Source: an optimization exercise on an open RTL-to-GDS flow (aim: a short achievable clock period and few clock cycles). Production flows keep margins and buffers that such runs may drop.
In this exercise RTL edits were held to simulation tests only and were not proved equivalent to the original.
Power and IR drop assume default switching activity.

### design.v
package core_pkg;
  localparam int XLEN     = 32;
  localparam int NUM_REGS = 32;
  localparam logic [6:0] OP_ALU    = 7'b0110011;
  localparam logic [6:0] OP_ALUI   = 7'b0010011;
  localparam logic [6:0] OP_LOAD   = 7'b0000011;
  localparam logic [6:0] OP_STORE  = 7'b0100011;
  localparam logic [6:0] OP_BRANCH = 7'b1100011;
  localparam logic [6:0] OP_JAL    = 7'b1101111;
  localparam logic [6:0] OP_JALR   = 7'b1100111;
  localparam logic [6:0] OP_LUI    = 7'b0110111;
  localparam logic [6:0] OP_AUIPC  = 7'b0010111;
  localparam logic [6:0] OP_FENCE  = 7'b0001111;
  localparam logic [6:0] OP_SYSTEM = 7'b1110011;
  typedef enum logic [5:0] {
    OP_ALU_ADD,
    OP_ALU_SUB,
    OP_ALU_SLL,
    OP_ALU_SLT,
    OP_ALU_SLTU,
    OP_ALU_XOR,
    OP_ALU_SRL,
    OP_ALU_SRA,
    OP_ALU_OR,
    OP_ALU_AND,
    OP_ALU_NOP
  } alu_op_e;
  typedef enum logic [2:0] {
    BRANCH_BEQ,
    BRANCH_BNE,
    BRANCH_BLT,
    BRANCH_BGE,
    BRANCH_BLTU,
    BRANCH_BGEU,
    BRANCH_JAL_JALR
  } branch_op_e;
  typedef enum logic [1:0] {
    RES_ALU,
    RES_PC4,
    RES_MEM
  } result_sel_e;
  typedef struct packed {
    logic [6:0] funct7;
    logic [4:0] rs2;
    logic [4:0] rs1;
    logic [2:0] funct3;
    logic [4:0] rd;
    logic [6:0] opcode;
  } r_fmt_t;
  typedef struct packed {
    logic [11:0] imm_11_0;
    logic [4:0]  rs1;
    logic [2:0]  funct3;
    logic [4:0]  rd;
    logic [6:0]  opcode;
  } i_fmt_t;
  typedef struct packed {
    logic [6:0] imm_11_5;
    logic [4:0] rs2;
    logic [4:0] rs1;
    logic [2:0] funct3;
    logic [4:0] imm_4_0;
    logic [6:0] opcode;
  } s_fmt_t;
  typedef struct packed {
    logic       imm_12;
    logic [5:0] imm_10_5;
    logic [4:0] rs2;
    logic [4:0] rs1;
    logic [2:0] funct3;
    logic [3:0] imm_4_1;
    logic       imm_11;
    logic [6:0] opcode;
  } b_fmt_t;
  typedef struct packed {
    logic [19:0] imm_31_12;
    logic [4:0]  rd;
    logic [6:0]  opcode;
  } u_fmt_t;
  typedef struct packed {
    logic       imm_20;
    logic [9:0] imm_10_1;
    logic       imm_11;
    logic [7:0] imm_19_12;
    logic [4:0] rd;
    logic [6:0] opcode;
  } j_fmt_t;
  typedef union packed {
    r_fmt_t r_fmt;
    i_fmt_t i_fmt;
    s_fmt_t s_fmt;
    b_fmt_t b_fmt;
    u_fmt_t u_fmt;
    j_fmt_t j_fmt;
  } inst_u;
  typedef struct packed {
    logic        pc_en;
    logic        branch;
    branch_op_e  branch_op;
    result_sel_e result_sel;
    logic        mem_write;
    logic        mem_read;
    logic        alu_src_a;    
    logic        alu_src_b;    
    logic        reg_write;
    alu_op_e     alu_op;
    logic [4:0]  rs1_addr;
    logic [4:0]  rs2_addr;
    logic [4:0]  rd_addr;
  } ctrl_t;
  typedef struct packed {
    logic [XLEN-1:0] addr;
    logic [XLEN-1:0] wdata;
    logic            we;
    logic            re;
  } dmem_req_t;
  typedef struct packed {
    logic add;
    logic sub;
    logic sll;
    logic slt;
    logic sltu;
    logic xr;
    logic srl;
    logic sra;
    logic orr;
    logic andd;
    logic pre;     
  } alu_sel_t;
  typedef struct packed {
    logic eq;
    logic ne;
    logic lt;
    logic ge;
    logic ltu;
    logic geu;
  } br_sel_t;
endpackage
`timescale 1ns/1ps
module core_alu (
  input  logic [core_pkg::XLEN-1:0] operand_a_i,
  input  logic [core_pkg::XLEN-1:0] operand_b_i,
  input  logic [core_pkg::XLEN-1:0] pre_i,         
  input  core_pkg::alu_sel_t        sel_i,         
  input  core_pkg::br_sel_t         br_i,          
  output logic [core_pkg::XLEN-1:0] sum_o,
  output logic [core_pkg::XLEN-1:0] result_o,
  output logic                      branch_taken_o
);
  logic [core_pkg::XLEN-1:0] a;
  logic [core_pkg::XLEN-1:0] b;
  logic [core_pkg::XLEN-1:0] diff;
  logic [4:0]                shamt;
  logic                      eq;
  logic                      lt_signed;
  logic                      lt_unsigned;
  assign a           = operand_a_i;
  assign b           = operand_b_i;
  assign shamt       = b[4:0];
  assign sum_o       = a + b;
  assign diff        = a - b;
  assign eq          = (a == b);
  assign lt_unsigned = a < b;
  assign lt_signed   = $signed(a) < $signed(b);
  always_comb
  begin
    result_o = ({32{sel_i.add}}  & sum_o)
             | ({32{sel_i.sub}}  & diff)
             | ({32{sel_i.sll}}  & (a << shamt))
             | ({32{sel_i.slt}}  & {31'b0, lt_signed})
             | ({32{sel_i.sltu}} & {31'b0, lt_unsigned})
             | ({32{sel_i.xr}}   & (a ^ b))
             | ({32{sel_i.srl}}  & (a >> shamt))
             | ({32{sel_i.sra}}  & $unsigned($signed(a) >>> shamt))
             | ({32{sel_i.orr}}  & (a | b))
             | ({32{sel_i.andd}} & (a & b))
             | ({32{sel_i.pre}}  & pre_i);
  end
  assign branch_taken_o = (br_i.eq  & eq)
                        | (br_i.ne  & !eq)
                        | (br_i.lt  & lt_signed)
                        | (br_i.ge  & !lt_signed)
                        | (br_i.ltu & lt_unsigned)
                        | (br_i.geu & !lt_unsigned);
endmodule
`timescale 1ns/1ps
module core_regfile (
  input  logic                      clk_i,
  input  logic                      rstn_i,
  input  logic [4:0]                rs1_addr_i,
  input  logic [4:0]                rs2_addr_i,
  input  logic [4:0]                rd_addr_i,
  input  logic                      we_i,
  input  logic [core_pkg::XLEN-1:0] wdata_i,
  output logic [core_pkg::XLEN-1:0] rs1_data_o,
  output logic [core_pkg::XLEN-1:0] rs2_data_o
);
  logic [core_pkg::XLEN-1:0] regs [1:core_pkg::NUM_REGS-1];
  always_ff @(posedge clk_i or negedge rstn_i)
  begin
    if (!rstn_i)
    begin
      for (int i = 1; i < core_pkg::NUM_REGS; i++)
        regs[i] <= '0;
    end
    else if (we_i && (rd_addr_i != '0))
      regs[rd_addr_i] <= wdata_i;
  end
  assign rs1_data_o = (rs1_addr_i == '0) ? '0 : regs[rs1_addr_i];
  assign rs2_data_o = (rs2_addr_i == '0) ? '0 : regs[rs2_addr_i];
endmodule
`timescale 1ns/1ps
module core_controller (
  input  logic [31:0]        inst_i,
  output logic               uses_rs1_o,
  output logic               uses_rs2_o,
  output logic               writes_rd_o,    
  output logic               load_o,
  output logic               store_o,
  output logic               branch_o,
  output logic               jal_o,
  output logic               jalr_o,
  output logic               b_imm_o,        
  output logic               pre_imm_o,      
  output logic               pre_pcimm_o,    
  output logic               pre_pc4_o,      
  output logic [31:0]        imm_o,
  output core_pkg::alu_sel_t alu_sel_o,
  output core_pkg::br_sel_t  br_sel_o
);
  logic [6:0] opcode;
  logic [2:0] funct3;
  logic       alt;
  logic       op_r;
  logic       op_i;
  logic       op_lui;
  logic       op_auipc;
  assign opcode   = inst_i[6:0];
  assign funct3   = inst_i[14:12];
  assign alt      = inst_i[30];
  assign op_r     = (opcode == core_pkg::OP_ALU);
  assign op_i     = (opcode == core_pkg::OP_ALUI);
  assign op_lui   = (opcode == core_pkg::OP_LUI);
  assign op_auipc = (opcode == core_pkg::OP_AUIPC);
  assign load_o   = (opcode == core_pkg::OP_LOAD);
  assign store_o  = (opcode == core_pkg::OP_STORE);
  assign branch_o = (opcode == core_pkg::OP_BRANCH);
  assign jal_o    = (opcode == core_pkg::OP_JAL);
  assign jalr_o   = (opcode == core_pkg::OP_JALR);
  assign uses_rs1_o  = op_r | op_i | load_o | store_o | branch_o | jalr_o;
  assign uses_rs2_o  = op_r | store_o | branch_o;
  assign writes_rd_o = (op_r | op_i | load_o | jal_o | jalr_o | op_lui | op_auipc) &&
                       (inst_i[11:7] != 5'd0);
  assign b_imm_o     = !(op_r | branch_o);
  assign pre_imm_o   = op_lui;
  assign pre_pcimm_o = op_auipc;
  assign pre_pc4_o   = jal_o | jalr_o;
  always_comb
  begin
    case (opcode)
      core_pkg::OP_STORE:
        imm_o = {{20{inst_i[31]}}, inst_i[31:25], inst_i[11:7]};
      core_pkg::OP_BRANCH:
        imm_o = {{20{inst_i[31]}}, inst_i[7], inst_i[30:25], inst_i[11:8], 1'b0};
      core_pkg::OP_LUI, core_pkg::OP_AUIPC:
        imm_o = {inst_i[31:12], 12'b0};
      core_pkg::OP_JAL:
        imm_o = {{12{inst_i[31]}}, inst_i[19:12], inst_i[20], inst_i[30:21], 1'b0};
      default:
        imm_o = {{20{inst_i[31]}}, inst_i[31:20]};
    endcase
  end
  always_comb
  begin
    alu_sel_o = '0;
    if (op_r)
    begin
      case ({alt, funct3})
        4'b0000: alu_sel_o.add  = 1'b1;
        4'b1000: alu_sel_o.sub  = 1'b1;
        4'b0001: alu_sel_o.sll  = 1'b1;
        4'b0010: alu_sel_o.slt  = 1'b1;
        4'b0011: alu_sel_o.sltu = 1'b1;
        4'b0100: alu_sel_o.xr   = 1'b1;
        4'b0101: alu_sel_o.srl  = 1'b1;
        4'b1101: alu_sel_o.sra  = 1'b1;
        4'b0110: alu_sel_o.orr  = 1'b1;
        4'b0111: alu_sel_o.andd = 1'b1;
        default: ;    
      endcase
    end
    else if (op_i)
    begin
      case (funct3)
        3'b000:  alu_sel_o.add  = 1'b1;
        3'b001:  alu_sel_o.sll  = 1'b1;
        3'b010:  alu_sel_o.slt  = 1'b1;
        3'b011:  alu_sel_o.sltu = 1'b1;
        3'b100:  alu_sel_o.xr   = 1'b1;
        3'b101:
        begin
          alu_sel_o.sra = alt;
          alu_sel_o.srl = !alt;
        end
        3'b110:  alu_sel_o.orr  = 1'b1;
        default: alu_sel_o.andd = 1'b1;
      endcase
    end
    else if (op_lui | op_auipc | jal_o | jalr_o)
      alu_sel_o.pre = 1'b1;
    else
      alu_sel_o.add = 1'b1;
  end
  always_comb
  begin
    br_sel_o = '0;
    case (funct3)
      3'b001:  br_sel_o.ne  = 1'b1;
      3'b100:  br_sel_o.lt  = 1'b1;
      3'b101:  br_sel_o.ge  = 1'b1;
      3'b110:  br_sel_o.ltu = 1'b1;
      3'b111:  br_sel_o.geu = 1'b1;
      default: br_sel_o.eq  = 1'b1;
    endcase
  end
endmodule
`timescale 1ns/1ps
module core_datapath #(
  parameter int N = 2    
) (
  input  logic        clk_i,
  input  logic        rstn_i,
  input  logic [31:0] pc_i,         
  output logic        hit_o,
  output logic [31:0] target_o,
  output logic [31:0] next_inst_o,
  input  logic        we_i,         
  input  logic [31:0] we_pc_i,
  input  logic [31:0] we_target_i,
  input  logic [31:0] we_next_inst_i
);
  logic         valid_q  [N];
  logic [31:1]  tag_q    [N];
  logic [31:1]  target_q [N];
  logic [31:0]  next_q   [N];
  logic         ptr_q;        
  logic [N-1:0] hit;
  always_comb
  begin
    target_o    = '0;
    next_inst_o = '0;
    for (int i = 0; i < N; i++)
    begin
      hit[i] = valid_q[i] && (tag_q[i] == pc_i[31:1]);
      target_o[31:1] = target_o[31:1] | ({31{hit[i]}} & target_q[i]);
      next_inst_o    = next_inst_o | ({32{hit[i]}} & next_q[i]);
    end
  end
  assign hit_o = |hit;
  always_ff @(posedge clk_i or negedge rstn_i)
  begin
    if (!rstn_i)
    begin
      for (int i = 0; i < N; i++)
        valid_q[i] <= 1'b0;
      ptr_q <= '0;
    end
    else if (we_i)
    begin
      valid_q[ptr_q] <= 1'b1;
      ptr_q          <= !ptr_q;
    end
  end
  always_ff @(posedge clk_i)
  begin
    if (we_i)
    begin
      tag_q[ptr_q]    <= we_pc_i[31:1];
      target_q[ptr_q] <= we_target_i[31:1];
      next_q[ptr_q]   <= we_next_inst_i;
    end
  end
endmodule
`timescale 1ns/1ps
module core_top (
  input  logic                      clk_i,
  input  logic                      rstn_i,
  output logic [core_pkg::XLEN-1:0] imem_addr_o,
  input  logic [31:0]               imem_data_i,    
  output logic [65:0]               dmem_req_o,     
  input  logic [core_pkg::XLEN-1:0] dmem_rdata_i
);
  logic [31:0] pc_q;
  logic [31:0] imem_addr_q;     
  logic        d_valid_q;
  logic [31:0] d_inst_q;
  logic [31:0] d_pc_q;
  logic        d_bp_q;          
  logic [31:0] d_next_q;        
  logic               e_valid_q;
  logic [31:0]        e_a_q;
  logic [31:0]        e_b_q;
  logic [31:0]        e_sdata_q;
  logic [31:0]        e_pre_q;
  logic [31:0]        e_alt_pc_q;    
  logic [31:0]        e_pc4_q;
  logic [31:0]        e_next_q;      
  logic               e_restart_q;   
  core_pkg::alu_sel_t e_sel_q;
  core_pkg::br_sel_t  e_redir_q;     
  logic               e_jalr_q;
  logic               e_load_q;
  logic               e_store_q;
  logic               e_wr_q;        
  logic [4:0]         e_rd_q;
  logic        m_wr_q;
  logic        m_load_q;
  logic [4:0]  m_rd_q;
  logic [31:0] m_res_q;
  logic [31:0] m_addr_q;
  logic [31:0] m_wdata_q;
  logic        m_we_q;
  logic        m_re_q;
  logic        w_wr_q;
  logic        w_load_q;
  logic [4:0]  w_rd_q;
  logic [31:0] w_res_q;
  logic        btb_hit;
  logic [31:0] btb_target;
  logic [31:0] btb_next;
  logic        btb_we;
  logic [31:0] pc_plus4;
  logic [31:0] pc_d;
  logic        ex_redirect;
  logic [31:0] ex_target;
  logic        id_redirect;
  logic [31:0] id_target;
  logic        stall;
  assign imem_addr_o = imem_addr_q;
  assign pc_plus4    = pc_q + 32'd4;
  core_datapath #(.N(2)) btb_i (
    .clk_i       (clk_i),
    .rstn_i      (rstn_i),
    .pc_i        (pc_q),
    .hit_o       (btb_hit),
    .target_o    (btb_target),
    .next_inst_o (btb_next),
    .we_i        (btb_we),
    .we_pc_i     (d_pc_q),
    .we_target_i (id_pc_imm),
    .we_next_inst_i (imem_data_i)    
  );
  always_comb
  begin
    if (ex_redirect)
      pc_d = ex_target;
    else if (id_redirect)
      pc_d = id_target;
    else if (stall)
      pc_d = pc_q;
    else if (btb_hit)
      pc_d = btb_target;
    else
      pc_d = pc_plus4;
  end
  always_ff @(posedge clk_i or negedge rstn_i)
  begin
    if (!rstn_i)
      pc_q <= '0;
    else
      pc_q <= pc_d;
  end
  always_ff @(posedge clk_i)
  begin
    if (!rstn_i)
      imem_addr_q <= '0;
    else
      imem_addr_q <= pc_d;
  end
  always_ff @(posedge clk_i or negedge rstn_i)
  begin
    if (!rstn_i)
      d_valid_q <= 1'b0;
    else if (ex_redirect)
      d_valid_q <= e_restart_q;
    else if (id_redirect)
      d_valid_q <= 1'b0;
    else if (!stall)
      d_valid_q <= 1'b1;
  end
  always_ff @(posedge clk_i)
  begin
    if (ex_redirect)
    begin
      d_inst_q <= e_next_q;
      d_pc_q   <= e_pc4_q;
      d_bp_q   <= 1'b0;
    end
    else if (!stall)
    begin
      d_inst_q <= imem_data_i;
      d_pc_q   <= pc_q;
      d_bp_q   <= btb_hit;
      d_next_q <= btb_next;
    end
  end
  logic               id_uses_rs1;
  logic               id_uses_rs2;
  logic               id_writes;
  logic               id_load;
  logic               id_store;
  logic               id_branch;
  logic               id_jal;
  logic               id_jalr;
  logic               id_b_imm;
  logic               id_pre_imm;
  logic               id_pre_pcimm;
  logic               id_pre_pc4;
  logic [31:0]        id_imm;
  core_pkg::alu_sel_t id_sel;
  core_pkg::br_sel_t  id_br;
  logic [4:0]         rs1;
  logic [4:0]         rs2;
  logic [4:0]         rd;
  logic [31:0]        rf_rs1;
  logic [31:0]        rf_rs2;
  logic [31:0]        id_pc_imm;
  logic [31:0]        id_pc4;
  logic [31:0]        id_pc8;
  logic               jalr_now;
  logic [31:0]        jalr_sum;
  logic               id_pred;
  logic               ex1_hit, mem1_hit, wb1_hit;
  logic               ex2_hit, mem2_hit, wb2_hit;
  logic [31:0]        ex_res;
  logic [31:0]        wb_data;
  logic               wb_we;
  assign rs1 = d_inst_q[19:15];
  assign rs2 = d_inst_q[24:20];
  assign rd  = d_inst_q[11:7];
  core_controller dec_i (
    .inst_i      (d_inst_q),
    .uses_rs1_o  (id_uses_rs1),
    .uses_rs2_o  (id_uses_rs2),
    .writes_rd_o (id_writes),
    .load_o      (id_load),
    .store_o     (id_store),
    .branch_o    (id_branch),
    .jal_o       (id_jal),
    .jalr_o      (id_jalr),
    .b_imm_o     (id_b_imm),
    .pre_imm_o   (id_pre_imm),
    .pre_pcimm_o (id_pre_pcimm),
    .pre_pc4_o   (id_pre_pc4),
    .imm_o       (id_imm),
    .alu_sel_o   (id_sel),
    .br_sel_o    (id_br)
  );
  core_regfile regfile_i (
    .clk_i      (clk_i),
    .rstn_i     (rstn_i),
    .rs1_addr_i (rs1),
    .rs2_addr_i (rs2),
    .rd_addr_i  (w_rd_q),
    .we_i       (wb_we),
    .wdata_i    (wb_data),
    .rs1_data_o (rf_rs1),
    .rs2_data_o (rf_rs2)
  );
  logic [31:0] imm_b;
  logic [31:0] imm_j;
  logic [31:0] imm_u;
  logic [31:0] imm_i;
  logic [31:0] pc_imm_b;
  logic [31:0] pc_imm_j;
  logic [31:0] pc_imm_u;
  assign imm_b    = {{20{d_inst_q[31]}}, d_inst_q[7], d_inst_q[30:25], d_inst_q[11:8], 1'b0};
  assign imm_j    = {{12{d_inst_q[31]}}, d_inst_q[19:12], d_inst_q[20], d_inst_q[30:21], 1'b0};
  assign imm_u    = {d_inst_q[31:12], 12'b0};
  assign imm_i    = {{20{d_inst_q[31]}}, d_inst_q[31:20]};
  assign pc_imm_b = d_pc_q + imm_b;
  assign pc_imm_j = d_pc_q + imm_j;
  assign pc_imm_u = d_pc_q + imm_u;
  assign id_pc_imm = id_jal ? pc_imm_j : pc_imm_b;    
  assign id_pc4    = d_pc_q + 32'd4;
  assign id_pc8    = d_pc_q + 32'd8;
  assign id_pred   = id_jal || (id_branch && d_inst_q[31]);    
  logic [31:0] jalr_sum_e;
  logic [31:0] jalr_sum_m;
  assign jalr_sum_e = e_pre_q + imm_i;
  assign jalr_sum_m = m_res_q + imm_i;
  always_comb
  begin
    jalr_now = 1'b0;
    jalr_sum = imm_i;
    if (rs1 == 5'd0)
      jalr_now = 1'b1;
    else if (ex1_hit)
    begin
      jalr_now = e_sel_q.pre;
      jalr_sum = jalr_sum_e;
    end
    else if (mem1_hit)
    begin
      jalr_now = !m_load_q;
      jalr_sum = jalr_sum_m;
    end
  end
  assign id_target = (id_jalr && jalr_now) ? {jalr_sum[31:1], 1'b0} : id_pc_imm;
  assign id_redirect = d_valid_q && !stall && ((id_pred != d_bp_q) || (id_jalr && jalr_now));
  assign btb_we      = d_valid_q && !stall && id_pred && !d_bp_q;
  logic [31:0] rs1_old;
  logic [31:0] rs2_old;
  logic [31:0] rs1_val;
  logic [31:0] rs2_val;
  assign ex1_hit  = e_wr_q && (e_rd_q == rs1);
  assign mem1_hit = m_wr_q && (m_rd_q == rs1);
  assign wb1_hit  = w_wr_q && (w_rd_q == rs1);
  assign ex2_hit  = e_wr_q && (e_rd_q == rs2);
  assign mem2_hit = m_wr_q && (m_rd_q == rs2);
  assign wb2_hit  = w_wr_q && (w_rd_q == rs2);
  assign stall = d_valid_q &&
                 ((id_uses_rs1 && ((ex1_hit && e_load_q) || (!ex1_hit && mem1_hit && m_load_q))) ||
                  (id_uses_rs2 && ((ex2_hit && e_load_q) || (!ex2_hit && mem2_hit && m_load_q))));
  assign rs1_old = mem1_hit ? m_res_q : wb1_hit ? wb_data : rf_rs1;
  assign rs2_old = mem2_hit ? m_res_q : wb2_hit ? wb_data : rf_rs2;
  assign rs1_val = ex1_hit ? ex_res : rs1_old;
  assign rs2_val = ex2_hit ? ex_res : rs2_old;
  core_pkg::br_sel_t id_redir;
  always_comb
  begin
    id_redir = id_br;
    if (id_pred)
    begin
      id_redir.eq  = id_br.ne;
      id_redir.ne  = id_br.eq;
      id_redir.lt  = id_br.ge;
      id_redir.ge  = id_br.lt;
      id_redir.ltu = id_br.geu;
      id_redir.geu = id_br.ltu;
    end
  end
  always_ff @(posedge clk_i or negedge rstn_i)
  begin
    if (!rstn_i)
    begin
      e_valid_q  <= 1'b0;
      e_wr_q     <= 1'b0;
      e_load_q   <= 1'b0;
      e_store_q  <= 1'b0;
      e_redir_q  <= '0;
      e_jalr_q   <= 1'b0;
    end
    else
    begin
      e_valid_q  <= d_valid_q && !stall && !ex_redirect;
      e_wr_q     <= d_valid_q && !stall && !ex_redirect && id_writes;
      e_load_q   <= d_valid_q && !stall && !ex_redirect && id_load;
      e_store_q  <= d_valid_q && !stall && !ex_redirect && id_store;
      e_redir_q  <= (d_valid_q && !stall && !ex_redirect && id_branch) ? id_redir : '0;
      e_jalr_q   <= d_valid_q && !stall && !ex_redirect && id_jalr && !jalr_now;
    end
  end
  always_ff @(posedge clk_i)
  begin
    e_a_q      <= rs1_val;
    e_b_q      <= id_b_imm ? id_imm : rs2_val;
    e_sdata_q  <= rs2_val;
    e_pre_q    <= id_pre_imm ? imm_u : id_pre_pcimm ? pc_imm_u : id_pc4;
    e_alt_pc_q <= id_pred ? id_pc8 : pc_imm_b;
    e_pc4_q    <= id_pc4;
    e_next_q   <= d_bp_q ? d_next_q : imem_data_i;
    e_restart_q <= id_branch && id_pred;
    e_sel_q    <= id_sel;
    e_rd_q     <= rd;
  end
  logic [31:0] ex_sum;
  logic        ex_taken;
  core_alu alu_i (
    .operand_a_i    (e_a_q),
    .operand_b_i    (e_b_q),
    .pre_i          (e_pre_q),
    .sel_i          (e_sel_q),
    .br_i           (e_redir_q),
    .sum_o          (ex_sum),
    .result_o       (ex_res),
    .branch_taken_o (ex_taken)
  );
  assign ex_redirect = e_jalr_q || ex_taken;    
  assign ex_target   = e_jalr_q ? {ex_sum[31:1], 1'b0} : e_alt_pc_q;
  always_ff @(posedge clk_i or negedge rstn_i)
  begin
    if (!rstn_i)
    begin
      m_wr_q   <= 1'b0;
      m_load_q <= 1'b0;
    end
    else
    begin
      m_wr_q   <= e_wr_q;
      m_load_q <= e_load_q;
    end
  end
  always_ff @(posedge clk_i)
  begin
    if (!rstn_i)
    begin
      m_we_q <= 1'b0;
      m_re_q <= 1'b0;
    end
    else
    begin
      m_we_q <= e_store_q;
      m_re_q <= e_load_q;
    end
  end
  always_ff @(posedge clk_i)
  begin
    m_rd_q    <= e_rd_q;
    m_res_q   <= ex_res;
    m_addr_q  <= ex_sum;
    m_wdata_q <= e_sdata_q;
  end
  assign dmem_req_o = {m_addr_q, m_wdata_q, m_we_q, m_re_q};
  always_ff @(posedge clk_i or negedge rstn_i)
  begin
    if (!rstn_i)
    begin
      w_wr_q   <= 1'b0;
      w_load_q <= 1'b0;
    end
    else
    begin
      w_wr_q   <= m_wr_q;
      w_load_q <= m_load_q;
    end
  end
  always_ff @(posedge clk_i)
  begin
    w_rd_q  <= m_rd_q;
    w_res_q <= m_res_q;
  end
  assign wb_data = w_load_q ? dmem_rdata_i : w_res_q;
  assign wb_we   = w_wr_q;
endmodule
### flow/run.sh
#!/bin/bash
# Standard layout, with timing repair asked to leave setup slack beyond the clock period so
# that the layout is optimised for a short achieved period. The constraints are unchanged.
set -euo pipefail
export SETUP_SLACK_MARGIN=10.4
bash standard.sh finish > standard_flow.log 2>&1
### standard.sh
#!/bin/bash
# synth_recipe.tcl (not shown) runs the flow's synth.tcl, then flattens the netlist and writes it again
# the make line also repeats each setting of config.mk as NAME=value (left out here)
make -C /OpenROAD-flow-scripts/flow DESIGN_CONFIG=/design/flow/config.mk WORK_HOME=/design/flow/orfs CLKGATE_MAP_FILE= SYNTH_SCRIPT=/design/flow/synth_recipe.tcl "${@:-finish}"
### config.mk
export PLATFORM = sky130hd
export DESIGN_NAME = core_top
export DESIGN_NICKNAME = core_top
export VERILOG_FILES = /design/flow/design.v
export SDC_FILE = /design/flow/constraint.sdc
export NUM_CORES = 4
export LEC_CHECK = 0
export ABC_CLOCK_PERIOD_IN_PS = 2500
export CAP_MARGIN = 20
export CORE_MARGIN = 2
export CORE_UTILIZATION = 30
export PLACE_DENSITY = 0.5
export SLEW_MARGIN = 20
### constraint.sdc
create_clock -name core_clock -period 14.0 [get_ports {clk_i}]
set_input_delay 2.8000 -clock core_clock [delete_from_list [all_inputs] [get_ports {clk_i}]]
set_output_delay 2.8000 -clock core_clock [all_outputs]
set_load 0.01 [all_outputs]
==> flow_summary.yaml, run 1 <==
run_status:
  status: "finished clean"
global_routing:
  grt_pass1_wl_um: 732200
  antenna_found_initial: 47
  grt.overflow.total: 0
  track_usage: 0.3365
  grt_pass1_vias: 86340
  grt_max_degree: 157
cts:
  clkLatencyLatePin_ns: 0.89
  cts_tree: "built"
  ctsHtreeMaxLevel: 4
  holdBufCountCts: 0
  numCtsBuffers: 199
  cts.path.max_buffers: 4
  path_clk_slew_ns: 0.06
  clock-root-buffer: "clkbuf_16"
  cts_sinks: 1749
placement:
  gp_congestion: 1.022
  dp_hpwl_um: 332200
  portBuffers: 163
run:
  maxCapViolCount: 0
die:
  die_area_sq_um: 311000
  die_h_um: 557.6
  core.rowCount: 203
  dieWidth_um: 557.6
  initial_core_util: 0.3012
  pin_count: 164
  core_region_area_sq_um: 305300
sta:
  finalSetupTns_ns: 0
  setup_violations: 0
  hold_violations: 0
  tightest_slew_ns: 1.161
  finClkSkew_ns: 0.09200
  fin_crit_ns: 4.210
  slew_headroom: 0.2110
  max_freq_ghz: 0.2375
  holdWs_ns: 0.3242
  finalCritPeriodShare: 0.3007
  rsz0062_at_grt: "yes"
  drv_slew: 0
critical_path:
  endpoint: "dmem_req_o[0]"
  cp.required_ns: 11.20
  path_cells: "buf_8"
  crit_arrival_ns: 1.41
  reg2reg_from: "e_b_q[0]"
  crit_path_end_kind: "primary output"
  critPathTopFamily: "flip-flops"
  crit_start: "m_re_q"
  worst_setup_path_start_kind: "register"
  setup.worst_path.class: "reg -> out"
  cp.depth: 1
  cp_max_fo: 1
  worst_path_max_delay_cell: "dfxtp_4"
  cp_num_buf_inv: 1
  regToRegEndpoint: "imem_addr_q[30]"
  r2r_slack_ns: 10.11
  ff2ff_path_depth: 17
  critPathMaxStageDelay_ns: 0.40
logic_synthesis:
  ys_ff_latch: 1749
  yosys_warnings: 7
  synth-seq-area-share: 0.4684
  syn_inst: 10120
  synth-edff-count: 284
  synth.distinct_cells: 108
  synth_area_per_cell_sq_um: 9.088
  async_flop_share: 0.5958
  synth.net_count: 10410
  synth_ff_type: "dfrtp_1"
  syn_area_sq_um: 91950
routing:
  drc: 0
  drt_iter0_drc: 15520
  num_vias: 94040
  wirelength_um: 552400
  routedWlPerCell_um: 37.37
  drt-pass1-iter-count: 13
  viasPerCell: 6.361
  drtAntennaViolNets: 0
hold_path:
  min_path_type: "reg -> reg"
power:
  p_sw_frac: 0.4234
  seqPwrFrac: 0.339
  p_leak_nw: 46.30
  p_per_area_nw_per_um2: 182.0
  pwr-share-comb: 0.408
  intPower_mw: 12.46
  ir_drop_mv: 0.09645
  p_clk_frac: 0.253
  p_switching_mw: 9.153
cells_and_area:
  layout_commonest_cell: "nand2_1"
  drive_gt1_frac: 0.2241
  mostFrequentLayoutCells: "nand2_1 (1053), dfrtp_1 (1032), nor2_1 (952)"
  area_delta_synth_final_pct: 29.15
  nets: 10790
-- flip-flops by register name, summed over array words and instances (netlist names), 11 cells and up, named ones only --
register	count
e_alt_pc_q	31
e_pre_q	32
m_res_q	32
d_next_q	32
btb_i.tag_q	62
pc_q	32
e_b_q	32
e_pc4_q	32
d_pc_q	32
e_sel_q	11
btb_i.next_q	64
d_inst_q	32
w_res_q	32
m_addr_q	32
m_wdata_q	32
e_sdata_q	32
regfile_i.regs	992
e_next_q	32
e_a_q	32
btb_i.target_q	62
imem_addr_q	32
-- metrics by stage --
| stage | area (sq um) | setup slack, ns | power (mW) | instances | util |
|---|---|---|---|---|---|
| floorplan | 92650 | 9.354 | 10.61 | 10120 | - |
| global placement | 98820 | 8.371 | 13.92 | 13790 | 0.3237 |
| detailed placement | 98980 | 8.242 | 13.98 | 13800 | 0.3242 |
| CTS | 113300 | 9.735 | 20.66 | 14520 | 0.3713 |
| global route | 118700 | 9.769 | 22.10 | 14760 | 0.3888 |
| finish | 118800 | 9.790 | 21.62 | 14780 | 0.3890 |
-- cell usage after synthesis, types with 62 or more instances --
cell,number,share of area
xnor2_1,158,0.015
buf_1,73,0.0030
ha_1,214,0.029
dfrtp_1,1042,0.28
mux2i_1,145,0.016
a22oi_1,853,0.070
inv_1,149,0.0061
a22o_1,70,0.0067
clkbuf_1,723,0.030
a221oi_1,74,0.0070
a21oi_1,973,0.053
nand2_1,1158,0.047
and2_1,62,0.0042
edfxtp_1,284,0.093
nor4_1,67,0.0046
nor2_1,1044,0.043
nor3_1,117,0.0064
xor2_1,159,0.015
nand3_1,147,0.0080
dfxtp_1,423,0.092
a21o_1,89,0.0073
nand4_1,177,0.012
o21ai_0,767,0.042
-- kinds of logic after synthesis --
group                      share of synthesized area
AOI/OAI and AO/OA                             0.2435
DFF                                           0.4684
adders and majority gates                    0.03064
xor gates and xnor gates                     0.03019
and+or+nand+nor                               0.1491
muxes                                        0.03553
buffers and inverters                        0.04273
-- power groups by stage --
| stage | combinational, mW | clock [mW] | sequential [mW] |
|---|---|---|---|
| after floorplan | 4.00 | 0 | 6.61 |
| after global placement | 6.61 | 0 | 7.32 |
| after detailed placement | 6.67 | 0 | 7.31 |
| after CTS | 7.94 | 5.49 | 7.23 |
| after global routing | 9.11 | 5.68 | 7.31 |
| final | 8.83 | 5.47 | 7.32 |
-- metal layers --
metal / GRT usage / share of wire / vias up / wire length (um)
met2: 0.4920 / 0.41 / 7538 / 229100
met1: 0.4111 / 0.36 / 46250 / 199900
met5: 0.001081 / 0.00036 / - / 199
li1: - / - / 37910 / -
met3: 0.1106 / 0.13 / 2310 / 70690
met4: 0.2498 / 0.095 / 28 / 52500
-- what timing repair did --
action | in CTS | in global routing
resized for setup | 1425 | 661
setup buffers | 300 | 205
pin swaps | 154 | 266
gates cloned | 60 | 33
setup endpoints to repair | 1791 | 926
-- worst min path at each step --
stage / endpoint / cells past startpoint / start / slack, ns
global route: m_wdata_q[1] / 0 / e_sdata_q[1] / 0.33
detailed placement: m_wdata_q[1] / 0 / e_sdata_q[1] / 0.31
finish: m_wdata_q[1] / 0 / e_sdata_q[1] / 0.32
floorplan: m_wdata_q[0] / 0 / e_sdata_q[0] / 0.31
CTS: m_wdata_q[1] / 0 / e_sdata_q[1] / 0.32
global placement: m_wdata_q[1] / 0 / e_sdata_q[1] / 0.31
-- cell type report --
| class | instances | area [sq um] |
|---|---|---|
| multi-input combinational | 7391 | 51520 |
| fill | 30060 | 186500 |
| tap | 4100 | 5130 |
| clock inverter | 84 | 942.2 |
| timing repair inverter | 2 | 15.01 |
| clock buffer | 274 | 5685 |
| inverter | 157 | 625.6 |
| sequential | 1749 | 43320 |
| antenna | 27 | 67.56 |
| timing repair buffer | 1000 | 11450 |
Testbench counts, summed over its fixed seeds: cycles 29,440.
==> run 2: changes to the inputs <==
--- a/config.mk
+++ b/config.mk
@@ -10,4 +10,6 @@
 export CORE_MARGIN = 2
 export CORE_UTILIZATION = 30
+export CTS_CLUSTER_DIAMETER = 100
+export CTS_CLUSTER_SIZE = 20
 export PLACE_DENSITY = 0.5
 export SLEW_MARGIN = 20
==> flow_summary.yaml, run 2 <==
run_status:
  status: "finished clean"
critical_path:
  cp_num_buf_inv: 1
  reg2reg_from: "e_b_q[0]"
  path_cells: "buf_6"
  regToRegEndpoint: "imem_addr_q[29]"
  cp.required_ns: 11.20
  ff2ff_path_depth: 18
  cp_max_fo: 1
  worst_path_max_delay_cell: "dfxtp_4"
  crit_path_end_kind: "primary output"
  critPathTopFamily: "flip-flops"
  setup.worst_path.class: "reg -> out"
  critPathMaxStageDelay_ns: 0.42
  r2r_slack_ns: 10.09
  worst_setup_path_start_kind: "register"
  crit_arrival_ns: 1.38
routing:
  met2_length_um: 228000
  routedWlPerCell_um: 37.57
  met3_length_um: 69260
  drtAntennaViolNets: 0
  wirelength_um: 548300
  drt-pass1-iter-count: 11
  drt_iter0_drc: 15740
  wl_met1_um: 199500
  drc: 0
  top_layer: "met5"
  viasPerCell: 6.356
  num_vias: 92760
cts:
  cts.path.max_buffers: 3
  cts_tree: "built"
  clkLatencyLatePin_ns: 0.86
  path_clk_slew_ns: 0.10
  cts_sinks: 1749
  clock-root-buffer: "clkbuf_16"
  numCtsBuffers: 104
  ctsHtreeMaxLevel: 3
  holdBufCountCts: 0
cells_and_area:
  nets: 10690
  top_register: "regfile_i.regs"
  area_delta_synth_final_pct: 25.80
  final_cell_area_sq_um: 115700
  layout_commonest_cell: "nand2_1"
  fillers: 30360
  largest_reg_flops: 992
  mostFrequentLayoutCells: "nand2_1 (1033), dfrtp_1 (1031), nor2_1 (949)"
  postLayoutCoreUtil: 0.3789
  reg_top3: "regfile_i.regs: 992 flops, btb_i.next_q: 64 flops"
  drive_gt1_frac: 0.2137
placement:
  portBuffers: 163
  gp_congestion: 1.022
  dp_hpwl_um: 332200
  place_area_sq_um: 98980
global_routing:
  grt.overflow.total: 0
  antenna_found_initial: 48
  grt_pass1_vias: 85330
  grt_pass1_wl_um: 726600
  track_usage: 0.3342
  grt_max_degree: 157
die:
  core_region_area_sq_um: 305300
  pin_count: 164
  core.rowCount: 203
  die_area_sq_um: 311000
  die_h_um: 557.6
  initial_core_util: 0.3012
  dieWidth_um: 557.6
power:
  ir_drop_mv: 0.1292
  p_per_area_nw_per_um2: 169.8
  p_leak_nw: 44.72
logic_synthesis:
  ys_ff_latch: 1749
  yosys_warnings: 7
  synth_common_cells: "nand2_1 (1158), nor2_1 (1044), dfrtp_1 (1042)"
  synth_area_per_cell_sq_um: 9.088
  synth_area_leaders: "dfrtp_1 (28%), edfxtp_1 (9.3%), dfxtp_1 (9.2%), a22oi_1 (7.0%), a21oi_1 (5.3%)"
  synth_area_leader_cell: "dfrtp_1"
  syn_area_sq_um: 91950
  synth.distinct_cells: 108
  synth_ff_type: "dfrtp_1"
  syn_inst: 10120
  netlist.area_leader.share: 0.2836
  synth-seq-area-share: 0.4684
  synth-edff-count: 284
  synth.most_common_cell: "nand2_1"
  async_flop_share: 0.5958
  synth.net_count: 10410
sta:
  hold_violations: 0
  tightest_slew_ns: 1.316
  max_freq_ghz: 0.2391
  slew_headroom: 0.1174
  setup_violations: 0
  rsz0062_at_grt: "yes"
  finalSetupTns_ns: 0
  finClkSkew_ns: 0.09632
  finalCritPeriodShare: 0.2988
  fin_crit_ns: 4.183
  drv_slew: 0
hold_path:
  holdPathStages: 0
  hold_path.startpoint: "e_sdata_q[1]"
  worstHoldEndpoint: "m_wdata_q[1]"
  min_path_type: "reg -> reg"
run:
  maxCapViolCount: 0
## run 2: cell counts after synthesis
No cell type changed its count.
## run 2: metal layers
metal,GRT usage,vias to the layer above
met4,0.2425,38
met2,0.4887,7439
met5,0.002316,-
met3,0.1075,2178
met1,0.4118,45540
li1,-,37570
## run 2: worst max path at each step
| stage | slack (ns) | start | endpoint | depth (start not counted) |
|---|---|---|---|---|
| 2_1_floorplan | 9.35 | d_inst_q[31] | btb_i.next_q[0][0] | 5 |
| 3_3_place_gp | 8.37 | e_b_q[1] | imem_addr_q[30] | 14 |
| 3_5_place_dp | 8.24 | e_b_q[1] | imem_addr_q[30] | 14 |
| 4_1_cts | 9.79 | m_re_q | dmem_req_o[0] | 1 |
| 5_1_grt | 9.79 | m_wdata_q[1] | dmem_req_o[3] | 1 |
| 6_report | 9.82 | m_wdata_q[1] | dmem_req_o[3] | 1 |
## run 2: logic make-up (layout without fill, tap and decap cells)
family | Yosys count | in the layout | synth area share
and+or+nand+nor | 3091 | 3102 | 0.1491
buffers and inverters | 1017 | 1334 | 0.04273
adders and majority gates | 221 | 221 | 0.03064
DFF | 1749 | 1749 | 0.4684
muxes | 254 | 277 | 0.03553
other | 0 | 25 | 0
AOI/OAI and AO/OA | 3469 | 3470 | 0.2435
xor gates and xnor gates | 317 | 317 | 0.03019
## run 2: layout make-up
| cell class | instances | area, sq um | share of cell area |
|---|---|---|---|
| Multi-Input combinational cell | 7387 | 51880 | 0.4485 |
| Clock buffer | 149 | 2771 | 0.02396 |
| Clock inverter | 23 | 375.4 | 0.003245 |
| Timing Repair inverter | 2 | 15.01 | 0.0001298 |
| Timing Repair Buffer | 1003 | 11490 | 0.09936 |
| Inverter | 157 | 634.4 | 0.005484 |
| Sequential cell | 1749 | 43320 | 0.3745 |
| Tap cell | 4100 | 5130 | 0.04435 |
| Antenna cell | 25 | 62.56 | 0.0005408 |
## run 2: power by group
part           total (mW)  internal (mW)  switching (mW)
combinational        8.89           3.29            5.60
sequential           7.33           6.07            1.26
clock                3.42           1.44            1.98
total                19.6           10.8            8.84
## run 2: what timing repair did
action / CTS / global route
buffers inserted: 293 / 214
gates cloned: 58 / 33
resized for setup: 1440 / 734
pin swaps: 163 / 318
endpoints found under the setup margin: 1848 / 1008
## run 2: worst reg2reg max path, delay by kind of cell (launching register included)
kind,cells,cell delay [ns]
AOI/OAI and AO/OA,5,1.03
muxes,1,0.23
buffers and inverters,6,0.84
adders and majority gates,2,0.54
and+or+nand+nor,4,0.81
DFF,1,0.42
## run 2: through the flow
step / std cells / hold WS (ns) / setup WS [ns] / total power [mW]
after global placement: 13790 / 0.3114 / 8.371 / 13.92
after global routing: 14570 / 0.3266 / 9.795 / 20.09
final: 14600 / 0.3020 / 9.817 / 19.64
after CTS: 14320 / 0.3202 / 9.787 / 18.55
after detailed placement: 13800 / 0.3121 / 8.242 / 13.98
after floorplan: 10120 / 0.3096 / 9.354 / 10.61

static timing again, ports no longer ideal:
No port has a modelled driver above. Below, the same layouts with a new extraction and two added sets of constraints. Step 1 (the two cells are an assumption about what drives the block):
set clk [get_ports {clk_i}]
set_driving_cell -lib_cell sky130_fd_sc_hd__clkbuf_16 $clk
set_driving_cell -lib_cell sky130_fd_sc_hd__buf_2 [delete_from_list [all_inputs] $clk]
Step 2 adds t to the input delays and takes it off the output delays; t is the mean of the earliest and latest rising clock arrival at the registers after step 1. Input paths then give back, and output paths get back, about the clock's delay inside the block. a / b / c = ideal ports / drivers / drivers and shift; a / b = the first two.
| run | t, ns | setup WS [ns] | worst hold slack (ns) | cell pins on the clock port's net |
|---|---|---|---|---|
| run 1 | 0.965 | 9.790 / 9.688 / 9.382 | 0.324 / 0.324 / 0.324 | 1 |
| run 2 | 0.908 | 9.817 / 9.713 / 9.365 | 0.302 / 0.302 / 0.302 | 1 |
After both steps setup and hold are still met in every run listed. The setup slack of run 2, which loses most, moves by -0.104 ns with the drivers and by -0.452 ns with both steps.
